What follows belongs to an exercise in optimizing a design on an open flow for small area; a production flow would make more cautious choices. The RTL was checked by simulation tests, not by an equivalence proof against the original design. Power figures rest on the tool's default switching activity, not on a simulated workload. No driver is modelled on the clock port, so clocking that relies on it looks cheaper here than on a real chip.

===== design/flow/standard.sh =====
#!/bin/bash
# synth_recipe.tcl (not shown) runs the flow's synth.tcl, then flattens the netlist and writes it again
# the make line also repeats each setting of config.mk as NAME=value (left out here)
make -C /OpenROAD-flow-scripts/flow DESIGN_CONFIG=/design/flow/config.mk WORK_HOME=/design/flow/orfs CLKGATE_MAP_FILE= SYNTH_SCRIPT=/design/flow/synth_recipe.tcl "${@:-finish}"

===== design/flow/config.mk =====
export PLATFORM = sky130hd
export DESIGN_NAME = maxpool_2x2_16_channel
export DESIGN_NICKNAME = maxpool_2x2_16_channel
export VERILOG_FILES = /design/flow/design.v
export SDC_FILE = /design/flow/constraint.sdc
export NUM_CORES = 4
export LEC_CHECK = 0
export CAP_MARGIN = 20
export CORE_MARGIN = 2
export CORE_UTILIZATION = 70
export CTS_CLUSTER_DIAMETER = 120
export CTS_CLUSTER_SIZE = 28
export PLACE_DENSITY = 0.8
export SLEW_MARGIN = 20
export SYNTH_HIERARCHICAL = 1

===== design/flow/design.v =====
module maxpool_2x2_16_channel #(
  parameter int unsigned IMG_Width  = 16,
  parameter int unsigned IMG_Height = 16,
  parameter int unsigned Datawidth  = 32
) (
  input  logic                     clk,
  input  logic                     rst,
  input  logic                     valid_in,
  input  logic [Datawidth-1:0]     In_0,
  input  logic [Datawidth-1:0]     In_1,
  input  logic [Datawidth-1:0]     In_2,
  input  logic [Datawidth-1:0]     In_3,
  input  logic [Datawidth-1:0]     In_4,
  input  logic [Datawidth-1:0]     In_5,
  input  logic [Datawidth-1:0]     In_6,
  input  logic [Datawidth-1:0]     In_7,
  input  logic [Datawidth-1:0]     In_8,
  input  logic [Datawidth-1:0]     In_9,
  input  logic [Datawidth-1:0]     In_10,
  input  logic [Datawidth-1:0]     In_11,
  input  logic [Datawidth-1:0]     In_12,
  input  logic [Datawidth-1:0]     In_13,
  input  logic [Datawidth-1:0]     In_14,
  input  logic [Datawidth-1:0]     In_15,
  output logic                     valid_out,
  output logic [Datawidth-1:0]     Out_0,
  output logic [Datawidth-1:0]     Out_1,
  output logic [Datawidth-1:0]     Out_2,
  output logic [Datawidth-1:0]     Out_3,
  output logic [Datawidth-1:0]     Out_4,
  output logic [Datawidth-1:0]     Out_5,
  output logic [Datawidth-1:0]     Out_6,
  output logic [Datawidth-1:0]     Out_7,
  output logic [Datawidth-1:0]     Out_8,
  output logic [Datawidth-1:0]     Out_9,
  output logic [Datawidth-1:0]     Out_10,
  output logic [Datawidth-1:0]     Out_11,
  output logic [Datawidth-1:0]     Out_12,
  output logic [Datawidth-1:0]     Out_13,
  output logic [Datawidth-1:0]     Out_14,
  output logic [Datawidth-1:0]     Out_15
);
  localparam int unsigned NCH = 16;
  localparam int unsigned WP  = IMG_Width / 2;
  localparam int unsigned CW  = $clog2(IMG_Width);
  localparam int unsigned VW  = NCH * Datawidth;
  localparam int unsigned SEG  = 11;
  localparam int unsigned NSEG = (Datawidth + SEG - 1) / SEG;
  logic [VW-1:0]  in_s;
  logic [VW-1:0]  acc_q;
  logic [VW-1:0]  head_nq;       
  logic [VW-1:0]  lb_q [WP-2];   
  logic [NCH-1:0] gt_c;
  logic [CW-1:0]  col_q;
  logic           row_q;      
  logic           valid_q;
  logic           even_c, odd_c, shift_c, hold_c;
  assign in_s = {In_15, In_14, In_13, In_12, In_11, In_10, In_9, In_8, In_7, In_6, In_5, In_4, In_3, In_2, In_1, In_0};
  assign even_c  = !col_q[0];
  assign odd_c   = col_q[0];
  assign shift_c = valid_in && odd_c;
  for (genvar ch = 0; ch < NCH; ch++) begin : g_ch
    wire signed [Datawidth-1:0] in_v  = in_s[ch*Datawidth +: Datawidth];
    wire signed [Datawidth-1:0] lb_v  = ~head_nq[ch*Datawidth +: Datawidth];
    wire        [Datawidth-1:0] lbn_v = head_nq[ch*Datawidth +: Datawidth];
    wire signed [Datawidth-1:0] acc_v = acc_q[ch*Datawidth +: Datawidth];
    logic [NSEG:0] c_seg;
    assign c_seg[0] = 1'b0;
    for (genvar k = 0; k < NSEG; k++) begin : g_seg
      localparam int unsigned LO = k * SEG;
      localparam int unsigned HI = (k == NSEG - 1) ? Datawidth - 1 : LO + SEG;   
      logic [HI:LO+1] c0, c1;
      logic           s0, s1;
      if (k == 0) begin : g_lsb_one
        maxpool_cmp_lsb u_l (.a(in_v[LO]), .xn(lbn_v[LO]),
                             .co(c0[LO+1]));
        assign c1[LO+1] = 1'b0;
      end else begin : g_lsb_two
        maxpool_cmp_lsb2 u_l (.a(in_v[LO]), .xn(lbn_v[LO]),
                              .co0(c0[LO+1]), .co1(c1[LO+1]));
      end
      for (genvar i = LO + 1; i < HI; i++) begin : g_bit
        if (k == 0) begin : g_one
          maxpool_cmp_bit u_b (.a(in_v[i]), .xn(lbn_v[i]),
                               .ci(c0[i]), .co(c0[i+1]));
          assign c1[i+1] = 1'b0;
        end else begin : g_two
          maxpool_cmp_bit2 u_b (.a(in_v[i]), .xn(lbn_v[i]),
                                .ci0(c0[i]), .ci1(c1[i]), .co0(c0[i+1]), .co1(c1[i+1]));
        end
      end
      if (k == NSEG - 1) begin : g_sign
        wire x_top = lb_v[Datawidth-1];
        wire a_n   = ~in_v[Datawidth-1];
        assign s0 = (a_n & x_top) | (c0[HI] & (a_n | x_top));
        assign s1 = (a_n & x_top) | (c1[HI] & (a_n | x_top));
      end else begin : g_mid
        assign s0 = c0[HI];
        assign s1 = c1[HI];
      end
      if (k == 0) begin : g_first
        assign c_seg[1] = s0;
      end else begin : g_sel
        assign c_seg[k+1] = s0 | (s1 & c_seg[k]);
      end
    end
    assign gt_c[ch] = c_seg[NSEG];
    wire head_in   = valid_in && even_c && (!row_q || gt_c[ch]);
    wire head_keep = !valid_in || (even_c && row_q && !gt_c[ch]);
    wire acc_in    = valid_in && odd_c && gt_c[ch];
    wire acc_lb    = valid_in && odd_c && !gt_c[ch];
    wire acc_keep  = !valid_in || even_c;
    logic [Datawidth-1:0] head_d, acc_d;
    for (genvar i = 0; i < Datawidth; i++) begin : g_sel
      maxpool_sel3n_bit u_h (.a(in_v[i]), .b(lb_q[0][ch*Datawidth+i]), .q(lb_v[i]),
                             .sa(head_in), .sb(shift_c), .sq(head_keep), .y(head_d[i]));
      maxpool_sel3_bit u_a (.a(in_v[i]), .b(lb_v[i]), .q(acc_v[i]),
                            .sa(acc_in), .sb(acc_lb), .sq(acc_keep), .y(acc_d[i]));
    end
    always_ff @(posedge clk) begin
      head_nq[ch*Datawidth +: Datawidth] <= head_d;
      acc_q[ch*Datawidth +: Datawidth]   <= acc_d;
    end
  end
  logic [VW-1:0] lb_d [WP-2];
  assign hold_c = !shift_c;
  for (genvar k = 0; k < WP - 2; k++) begin : g_lb
    for (genvar i = 0; i < VW; i++) begin : g_bit
      maxpool_hold_bit u_h (.n((k == WP - 3) ? acc_q[i] : lb_q[k+1][i]), .q(lb_q[k][i]),
                            .s(shift_c), .h(hold_c), .y(lb_d[k][i]));
    end
  end
  always_ff @(posedge clk) begin
    for (int k = 0; k < WP - 2; k++) lb_q[k] <= lb_d[k];
  end
  always_ff @(posedge clk or negedge rst) begin
    if (!rst) begin
      col_q   <= '0;
      row_q   <= 1'b0;
      valid_q <= 1'b0;
    end else begin
      valid_q <= valid_in && row_q && col_q[0];
      if (valid_in) begin
        col_q <= col_q + CW'(1);
        if (col_q == CW'(IMG_Width - 1)) row_q <= !row_q;
      end
    end
  end
  assign valid_out = valid_q;
  assign Out_0 = acc_q[0*Datawidth +: Datawidth];
  assign Out_1 = acc_q[1*Datawidth +: Datawidth];
  assign Out_2 = acc_q[2*Datawidth +: Datawidth];
  assign Out_3 = acc_q[3*Datawidth +: Datawidth];
  assign Out_4 = acc_q[4*Datawidth +: Datawidth];
  assign Out_5 = acc_q[5*Datawidth +: Datawidth];
  assign Out_6 = acc_q[6*Datawidth +: Datawidth];
  assign Out_7 = acc_q[7*Datawidth +: Datawidth];
  assign Out_8 = acc_q[8*Datawidth +: Datawidth];
  assign Out_9 = acc_q[9*Datawidth +: Datawidth];
  assign Out_10 = acc_q[10*Datawidth +: Datawidth];
  assign Out_11 = acc_q[11*Datawidth +: Datawidth];
  assign Out_12 = acc_q[12*Datawidth +: Datawidth];
  assign Out_13 = acc_q[13*Datawidth +: Datawidth];
  assign Out_14 = acc_q[14*Datawidth +: Datawidth];
  assign Out_15 = acc_q[15*Datawidth +: Datawidth];
endmodule
module maxpool_cmp_bit (
  input  logic a, xn, ci,
  output logic co
);
  assign co = (a & xn) | (ci & (a | xn));
endmodule
module maxpool_cmp_lsb (
  input  logic a, xn,
  output logic co
);
  assign co = a & xn;
endmodule
module maxpool_cmp_lsb2 (
  input  logic a, xn,
  output logic co0, co1
);
  assign co0 = a & xn;
  assign co1 = a | xn;
endmodule
module maxpool_cmp_bit2 (
  input  logic a, xn, ci0, ci1,
  output logic co0, co1
);
  assign co0 = (a & xn) | (ci0 & (a | xn));
  assign co1 = (a & xn) | (ci1 & (a | xn));
endmodule
module maxpool_hold_bit (
  input  logic n, q, s, h,
  output logic y
);
  assign y = (s & n) | (h & q);
endmodule
module maxpool_sel3_bit (
  input  logic a, b, q, sa, sb, sq,
  output logic y
);
  assign y = (sa & a) | (sb & b) | (sq & q);
endmodule
module maxpool_sel3n_bit (
  input  logic a, b, q, sa, sb, sq,
  output logic y
);
  assign y = ~((sa & a) | (sb & b) | (sq & q));
endmodule

===== design/flow/constraint.sdc =====
create_clock -name core_clock -period 8.0 [get_ports {clk}]
set_input_delay 1.6000 -clock core_clock [delete_from_list [all_inputs] [get_ports {clk}]]
set_output_delay 1.6000 -clock core_clock [all_outputs]
set_load 0.01 [all_outputs]

===== design/flow/flow/run.sh =====
#!/bin/bash
# Standard ORFS layout (the standard.sh, unchanged synthesis) with two placement/CTS options:
# port buffers use the smallest buffer cell, and CTS inserts no dummy loads.
set -o pipefail
cp standard.sh standard_sh_copy.log
export BUFFER_PORTS_ARGS="-buffer_cell sky130_fd_sc_hd__buf_1"
export CTS_ARGS="-sink_clustering_enable -repair_clock_nets -dont_use_dummy_load -sink_clustering_size 28 -sink_clustering_max_diameter 120"
bash standard.sh > standard.log 2>&1

==> results of run 1 <==
[flip-flops by register name, indices dropped and copies added, names as in the netlist]
signal / cells
row_q: 1
lb_q: 3072
head_nq: 512
col_q: 4
acc_q: 512
valid_q: 1
[final timing paths]
| check | endpoint | slack, ns | cells past startpoint |
|---|---|---|---|
| setup / recovery | head_nq[145]$_DFF_P_ | 1.89 | 17 |
| hold / removal | head_nq[453]$_DFF_P_ | 0.43 | 1 |
| setup reg to reg | head_nq[145]$_DFF_P_ | 2.40 | 16 |
| hold reg to reg | head_nq[453]$_DFF_P_ | 0.43 | 1 |
| max in group asynchronous | row_q$_DFFE_PN0P_ | 6.96 | 1 |
| min in group asynchronous | col_q[0]$_DFFE_PN0P_ | 0.67 | 1 |
[cell families (layout without fill, tap and decap cells)]
group / count (synthesis) / count (layout) / share of synthesized area [%]
AO/OA/AOI/OAI: 4175 / 4175 / 28.4
XOR/XNOR: 4 / 4 / 0.0263
adder cells (fa/ha/maj): 739 / 739 / 6.25
buffers and inverters: 1039 / 2324 / 2.94
flip-flops: 4102 / 4102 / 61.7
multiplexers: 1 / 1 / 0.00846
other: 0 / 99 / 0
AND/OR/NAND/NOR: 148 / 148 / 0.661
[worst max-delay path: cells and delay by family]
kind / cells / cell delay (ns)
AO/OA/AOI/OAI: 5 / 1.71
adder cells (fa/ha/maj): 10 / 3.15
buffers and inverters: 1 / 0.11
AND/OR/NAND/NOR: 1 / 0.22
[metal layers]
layer	global-route usage, %	part of all wire, %	vias up
met5	0	0.15	-
met4	24.9	8.0	80
met3	6.76	7.2	807
li1	-	-	43800
met2	49.5	46	3130
met1	38.9	39	46100
[layout make-up]
type,count,area share (%)
repair buffers,1130,3.43
flip-flops and latches,4102,56.4
well taps,2511,2.16
clock buffers,164,2.82
multi-input cells,5067,32.4
diodes,99,0.170
inverters,1030,2.66
[Yosys cell counts, drive strengths merged]
master  count
a211oi     15
a21oi      31
a222oi   1024
a22o     3072
a31o       15
and2       64
buf         7
clkbuf      2
dfrtp       6
dfxtp    4096
ha          1
inv      1030
maj3      738
mux2        1
nand2       3
nand3       1
nand4       1
nor2       32
nor3       15
o21ai      16
o21ba       1
o31ai       1
or2        32
xnor2       3
xor2        1
[power by group through the flow]
stage / sequential, mW / clock (mW) / combinational [mW]
floorplan: 33.5 / 0 / 14.0
global placement: 34.3 / 0 / 17.8
detailed placement: 34.7 / 0 / 18.5
CTS: 34.4 / 9.73 / 18.7
global route: 35.3 / 10.4 / 20.4
finish: 34.5 / 9.56 / 18.8
[per-module statistics from Yosys (local to each module, per instance)]
module | flops+latches | cell area [um2] | times used | cells
maxpool_hold_bit | 0 | 8.76 | 3072 | 1
maxpool_sel3_bit | 0 | 13.8 | 512 | 2
maxpool_cmp_bit | 0 | 11.3 | 160 | 1
maxpool_2x2_16_channel | 4102 | 85200 | 1 | 4784
maxpool_sel3n_bit | 0 | 10.0 | 512 | 1
maxpool_cmp_lsb2 | 0 | 13.8 | 32 | 2
maxpool_cmp_bit2 | 0 | 22.5 | 288 | 2
maxpool_cmp_lsb | 0 | 6.26 | 16 | 1
[per-stage QoR]
step	util, %	power (mW)	instance area (um2)	hold slack [ns]
6_report	76.9	62.8	146000	0.434
3_5_place_dp	74.6	53.2	141000	0.430
2_1_floorplan	-	47.5	133000	0.418
4_1_cts	76.8	62.8	146000	0.438
5_1_grt	76.9	66.2	146000	0.449
3_3_place_gp	74.6	52.1	141000	0.424
==> results.py, run 1 <==
metrics = {
    "outcome": {
        "result_of_the_run": "finished clean",
    },
    "final_layout": {
        "area_delta_synth_final_pct": 9.52,
        "multi_input_gate_area_in_the_final_layout_um2": 47200,
        "design.final.nets": 12000,
        "layout.cells.most_common_list": "4096 x dfxtp_1, 3072 x a22o_1, 1027 x inv_1, 1027 x buf_1, 1024 x a222oi_1",
        "fillers": 12400,
        "layoutNonFillerInstCount": 14100,
        "area.sequential_um2": 82200,
        "most_common_cell_after_layout_fill_and_taps_aside": "dfxtp_1",
        "drive_gt1_share_pct": 9.75,
    },
    "grt": {
        "maximum_number_of_pins_on_one_net_before_global_route_repair": 259,
        "antenna_found_initial": 151,
        "via_count_of_the_first_global_routing_pass": 89300,
        "grt_pass1_wl_mm": 498,
        "grt_util_all_layers_pct": 31.9,
        "overflow": 0,
    },
    "die": {
        "floorplan.io_pins": 1028,
        "chipHeight_um": 440,
        "die_x_um": 440,
        "core.rowCount": 160,
        "core_um2": 190000,
        "die-area_um2": 194000,
        "start_util_pct": 70.2,
    },
    "synthesis": {
        "synth.yosys.seq_area_share_pct": 61.7,
        "synthesis.area_per_instance_um2": 13.0,
        "post-synth-top-area-cell": "dfxtp_1",
        "synth_area_um2": 133000,
        "yosysWarnings": 10,
        "ys_top_cells_by_area": "dfxtp_1 62%, a22o_1 20%, a222oi_1 7.7%",
        "post_synth_inst_count": 10200,
        "synthDominantCellAreaShare_pct": 61.6,
        "yosys.cell_types.count": 32,
        "postSynthRegisterBits": 4102,
        "syn-num-nets": 10700,
    },
    "timing": {
        "number_of_failing_setup_endpoints_in_the_final_timing_report": 0,
        "layout_setup_ws_ns": 1.89,
        "fin_skew_ns": 0.0336,
        "finalSetupTns_ns": 0,
        "least_margin_pin_slew_ns": 1.16,
        "timing.final.crit_share_pct": 76.4,
        "unrepaired_setup_endpoints_after_global_routing": "false",
        "max_slew_margin_pct": 22.7,
        "max_freq_ghz": 0.164,
        "maxSlewViolCount": 0,
        "fin_crit_ns": 6.11,
        "timing_hold_violations_final": 0,
    },
    "power_and_ir_drop": {
        "switchingPower_mw": 21.3,
        "seq_power_share_pct": 54.9,
        "intPower_mw": 41.5,
        "vdd_drop_max_mv": 0.302,
        "power_switching_share_pct": 33.9,
        "comb_power_share_pct": 29.9,
        "p_leak_nw": 61.4,
        "power_density_nw_per_um2": 431,
        "clockPowerShare_pct": 15.2,
    },
    "placement": {
        "detailed_place_hpwl_mm": 212,
        "pre_cts_slack_ns": 1.05,
        "port_buffers": 1027,
        "placed_cells_incl_taps": 13800,
        "finalWeightedCongestion": 0.855,
    },
    "setup_path": {
        "worst_setup_path_startpoint": "In_4[11]",
        "crit_chain": "buf_1 -> or2_1 -> maj3_2 -> maj3_2 -> maj3_2 -> maj3_2 -> maj3_2 -> maj3_2 -> maj3_2 -> maj3_2 -> maj3_2 -> maj3_2 -> a211oi_2 -> o21ai_1 -> a21oi_2 -> a31o_2 -> a222oi_1",
        "crit_path_top_delay_cell": "a31o_2",
        "timing.rr.start": "head_nq[139]$_DFF_P_",
        "endpoint_kind": "flop",
        "worst_path_largest_cell_delay_ns": 0.78,
        "setup.worst_path.class": "input port to flop",
        "critical_path_required_ns": 8.69,
        "critPathMostFrequentCell": "maj3_2",
        "path_max_fanout": 32,
        "critPathArrivalTime_ns": 6.80,
        "timing.critical_path.from_type": "input port",
    },
    "cts": {
        "max-clock-path-buffers": 3,
        "cts_resized": 0,
        "clock_edge_transition_at_the_registers_on_the_reported_setup_and_hold_paths_ns": 0.11,
        "cts_tree": "done",
        "cts_buffers": 164,
        "cts.repair_timing.setup_buffer_count": 0,
        "cts-hold-fix-buffers": 0,
        "numClockSinks": 4102,
        "cts.root.buffer_cell": "clkbuf_16",
        "cts_h_tree_depth": 4,
        "skew_pair_late_insertion_delay_ns": 0.86,
    },
    "hold_path": {
        "worstHoldPathType": "flop to flop",
        "worstHoldStart": "lb_q[0][453]$_DFF_P_",
    },
    "job": {
        "max_cap_viol_count": 0,
    },
    "route": {
        "drtPass1Iterations": 11,
        "post_drt_wl_per_cell_um": 23.2,
        "drt_first_iter_violations": 12300,
        "wl_mm": 327,
        "detail_route.drc_violations": 0,
        "detailroute.via_count": 93900,
        "avgViaCountPerCell": 6.66,
        "ant_nets": 0,
    },
}
==> inputs of run 2 (changes only) <==
==> design/flow/flow/run.sh (replaced) <==
#!/bin/bash
# Standard ORFS layout (the standard.sh, unchanged synthesis) with two placement/CTS options:
# port buffers use the smallest buffer cell, and CTS inserts no dummy loads.
set -o pipefail
cp standard.sh standard_sh_copy.log
export BUFFER_PORTS_ARGS="-buffer_cell sky130_fd_sc_hd__buf_1"
export CTS_ARGS="-sink_clustering_enable -repair_clock_nets -dont_use_dummy_load -sink_clustering_size 30 -sink_clustering_max_diameter 100"
bash standard.sh > standard.log 2>&1
--- a/design/flow/config.mk
+++ b/design/flow/config.mk
@@ -8,8 +8,8 @@
 export CAP_MARGIN = 20
 export CORE_MARGIN = 2
 export CORE_UTILIZATION = 70
-export CTS_CLUSTER_DIAMETER = 120
-export CTS_CLUSTER_SIZE = 28
+export CTS_CLUSTER_DIAMETER = 100
+export CTS_CLUSTER_SIZE = 30
 export PLACE_DENSITY = 0.8
 export SLEW_MARGIN = 20
 export SYNTH_HIERARCHICAL = 1
==> results.py, run 2 <==
metrics = {
    "power_and_ir_drop": {
        "vdd_drop_max_mv": 0.255,
        "p_total_mw": 62.5,
        "power_density_nw_per_um2": 430,
        "p_leak_nw": 61.3,
    },
    "route": {
        "detail_route.drc_violations": 0,
        "drt_first_iter_violations": 12300,
        "ant_nets": 0,
        "post_drt_wl_per_cell_um": 23.2,
        "detailroute.via_count": 94000,
        "avgViaCountPerCell": 6.66,
        "wl_mm": 327,
        "drtPass1Iterations": 13,
    },
    "cts": {
        "cts.repair_timing.setup_buffer_count": 0,
        "cts_h_tree_depth": 4,
        "clock_edge_transition_at_the_registers_on_the_reported_setup_and_hold_paths_ns": 0.11,
        "skew_pair_late_insertion_delay_ns": 0.86,
        "numClockSinks": 4102,
        "max-clock-path-buffers": 3,
        "cts-hold-fix-buffers": 0,
        "cts.root.buffer_cell": "clkbuf_16",
        "cts_buffers": 154,
        "cts_resized": 0,
        "cts_tree": "done",
    },
    "grt": {
        "grt_util_all_layers_pct": 31.8,
        "via_count_of_the_first_global_routing_pass": 89200,
        "antenna_found_initial": 158,
        "overflow": 0,
        "grt_pass1_wl_mm": 497,
        "maximum_number_of_pins_on_one_net_before_global_route_repair": 259,
    },
    "synthesis": {
        "yosys.cell_types.count": 32,
        "yosysMostFrequentCell": "dfxtp_1",
        "synth_ff_type": "dfxtp_1",
        "synthesis.area_per_instance_um2": 13.0,
        "post_synth_inst_count": 10200,
        "postSynthRegisterBits": 4102,
        "synthDominantCellAreaShare_pct": 61.6,
        "ys_top_cells_by_area": "dfxtp_1 62%, a22o_1 20%, a222oi_1 7.7%",
        "synth_area_um2": 133000,
        "yosysWarnings": 10,
        "post-synth-top-area-cell": "dfxtp_1",
        "synth.yosys.seq_area_share_pct": 61.7,
        "ys_async_sr_fraction_pct": 0.146,
        "synth.cells.most_frequent": "4096 x dfxtp_1, 3072 x a22o_1, 1028 x inv_1, 1024 x a222oi_1, 737 x maj3_2",
        "synth-edff-count": 0,
        "syn-num-nets": 10700,
    },
    "hold_path": {
        "worstHoldPathType": "flop to flop",
        "worstHoldStart": "lb_q[0][263]$_DFF_P_",
        "hold_depth": 1,
        "min_delay_worst_endpoint": "head_nq[263]$_DFF_P_",
    },
    "placement": {
        "pre_cts_slack_ns": 1.05,
        "placed_cells_incl_taps": 13800,
        "finalWeightedCongestion": 0.855,
        "port_buffers": 1027,
        "detailed_place_hpwl_mm": 212,
    },
    "setup_path": {
        "critPathArrivalTime_ns": 6.81,
        "crit-reg2reg-capture": "head_nq[159]$_DFF_P_",
        "critical_path_required_ns": 8.67,
        "worst_reg_to_reg_setup_slack_ns": 2.41,
        "endpoint_kind": "flop",
        "reg2reg_depth": 16,
        "timing.rr.start": "head_nq[139]$_DFF_P_",
        "timing.critical_path.from_type": "input port",
        "path_max_fanout": 32,
        "setup.worst_path.class": "input port to flop",
    },
    "final_layout": {
        "layoutNonFillerInstCount": 14100,
        "drive_gt1_share_pct": 9.68,
        "layout.cells.most_common_list": "4096 x dfxtp_1, 3072 x a22o_1, 1027 x inv_1, 1027 x buf_1, 1024 x a222oi_1",
        "most_common_cell_after_layout_fill_and_taps_aside": "dfxtp_1",
        "area_delta_synth_final_pct": 9.35,
        "top_regs": "lb_q: 3072 flops, acc_q: 512 flops, head_nq: 512 flops",
        "flip_flop_count_of_the_largest_register_after_layout": 3072,
        "area.sequential_um2": 82200,
        "design.final.nets": 12000,
        "multi_input_gate_area_in_the_final_layout_um2": 47200,
        "largest_register": "lb_q",
        "fillers": 12500,
    },
    "die": {
        "chipHeight_um": 440,
        "floorplan.io_pins": 1028,
        "die_x_um": 440,
        "core.rowCount": 160,
        "core_um2": 190000,
        "start_util_pct": 70.2,
        "die-area_um2": 194000,
    },
    "timing": {
        "fin_crit_ns": 6.14,
        "maxSlewViolCount": 0,
        "layout_setup_ws_ns": 1.86,
        "max_slew_margin_pct": 24.7,
        "finalSetupTns_ns": 0,
        "number_of_failing_setup_endpoints_in_the_final_timing_report": 0,
        "unrepaired_setup_endpoints_after_global_routing": "false",
        "fin_skew_ns": 0.0351,
        "timing.final.crit_share_pct": 76.7,
        "least_margin_pin_slew_ns": 1.13,
        "timing_hold_violations_final": 0,
        "max_freq_ghz": 0.163,
    },
    "job": {
        "max_cap_viol_count": 0,
    },
    "outcome": {
        "result_of_the_run": "finished clean",
    },
}
run 2: area by class of cell:
cell class / instances / area share [%]
clock buffer: 154 / 2.65
timing repair buffer: 1130 / 3.44
sequential: 4102 / 56.4
tap: 2511 / 2.16
antenna: 110 / 0.189
inverter: 1030 / 2.66
multi-input combinational: 5067 / 32.5
run 2: worst max-delay path: stages:
cell and delay, ns:
buf_1 0.13, or2_1 0.25, maj3_2 0.31, maj3_2 0.31
maj3_2 0.31, maj3_2 0.31, maj3_2 0.31, maj3_2 0.32
maj3_2 0.32, maj3_2 0.31, maj3_2 0.32, maj3_2 0.32
a211oi_2 0.24, o21ai_1 0.11, a21oi_2 0.32, a31o_2 0.79
a222oi_1 0.21
run 2: report_power, final:
part           total, mW  switching, mW  internal, mW  leakage [nW]
Sequential          34.5           5.60          28.9          34.0
Combinational       18.8           9.78          8.97          25.4
Clock               9.30           5.81          3.49          1.90
run 2: per-module statistics from Yosys, one instance, submodules excluded:
module	times used	cell area, um2	cells inside
maxpool_sel3_bit	512	13.8	2
maxpool_2x2_16_channel	1	85200	4784
maxpool_cmp_lsb	16	6.26	1
maxpool_hold_bit	3072	8.76	1
maxpool_cmp_bit2	288	22.5	2
maxpool_cmp_lsb2	32	13.8	2
maxpool_cmp_bit	160	11.3	1
maxpool_sel3n_bit	512	10.0	1
run 2: logic make-up (layout without fill, tap and decap cells):
family	Yosys count	after routing	share of synthesized area, %
fa+ha+maj	739	739	6.25
xor+xnor	4	4	0.0263
buf+inv	1039	2314	2.94
compound gates	4175	4175	28.4
other cells	0	110	0
mux	1	1	0.00846
simple gates	148	148	0.661
flops	4102	4102	61.7
run 2: worst max path at each step:
stage	start	endpoint	slack, ns	cells after the start
global placement	In_3[11]	head_nq[103]$_DFF_P_	1.15	18
global route	In_8[11]	head_nq[256]$_DFF_P_	1.72	17
finish	In_8[11]	head_nq[256]$_DFF_P_	1.86	17
floorplan	valid_in	acc_q[0]$_DFF_P_	-3.50	6
detailed placement	In_8[11]	head_nq[256]$_DFF_P_	1.05	17
CTS	In_8[11]	head_nq[256]$_DFF_P_	1.95	17
run 2: layer usage:
layer  vias to the layer above  global-route usage (%)  share of wire (%)
met5                         -                       0               0.15
met4                        82                    24.7                7.9
met3                       768                    6.69                7.1
met2                      3125                    49.2                 46
met1                     46200                    39.0                 39
li1                      43800                       -                  -
run 2: per-stage QoR:
stage / hold WS (ns) / util [%] / instance area [um2]
finish: 0.430 / 76.8 / 146000
global route: 0.454 / 76.8 / 146000
CTS: 0.430 / 76.6 / 145000
detailed placement: 0.430 / 74.6 / 141000
global placement: 0.424 / 74.6 / 141000
floorplan: 0.418 / - / 133000

-- port drivers added, routing unchanged --
The results above use ideal ports. As a check the final layouts listed here were re-extracted and re-timed, cells and wires unchanged.
Step 1, drivers: a clkbuf_16 drives clk and a buf_2 each remaining input, both assumed.
Step 2 times the ports against the registers' clock, not the clock port: input delays grow and output delays shrink by t, the midpoint of the rising clock arrivals with the driver on.
a / b / c = ideal / step 1 / step 2; a / b = the first two.
run	shift t [ns]	setup WS [ns]	hold WS [ns]
run 1	0.936	1.888 / 1.880 / 0.944	0.434 / 0.434 / 0.434
run 2	0.934	1.863 / 1.880 / 0.945	0.430 / 0.430 / 0.430
After both steps every run listed still meets setup and hold. The setup slack of run 1, which loses most, moves by -0.008 ns with the drivers and by -0.944 ns with both steps.
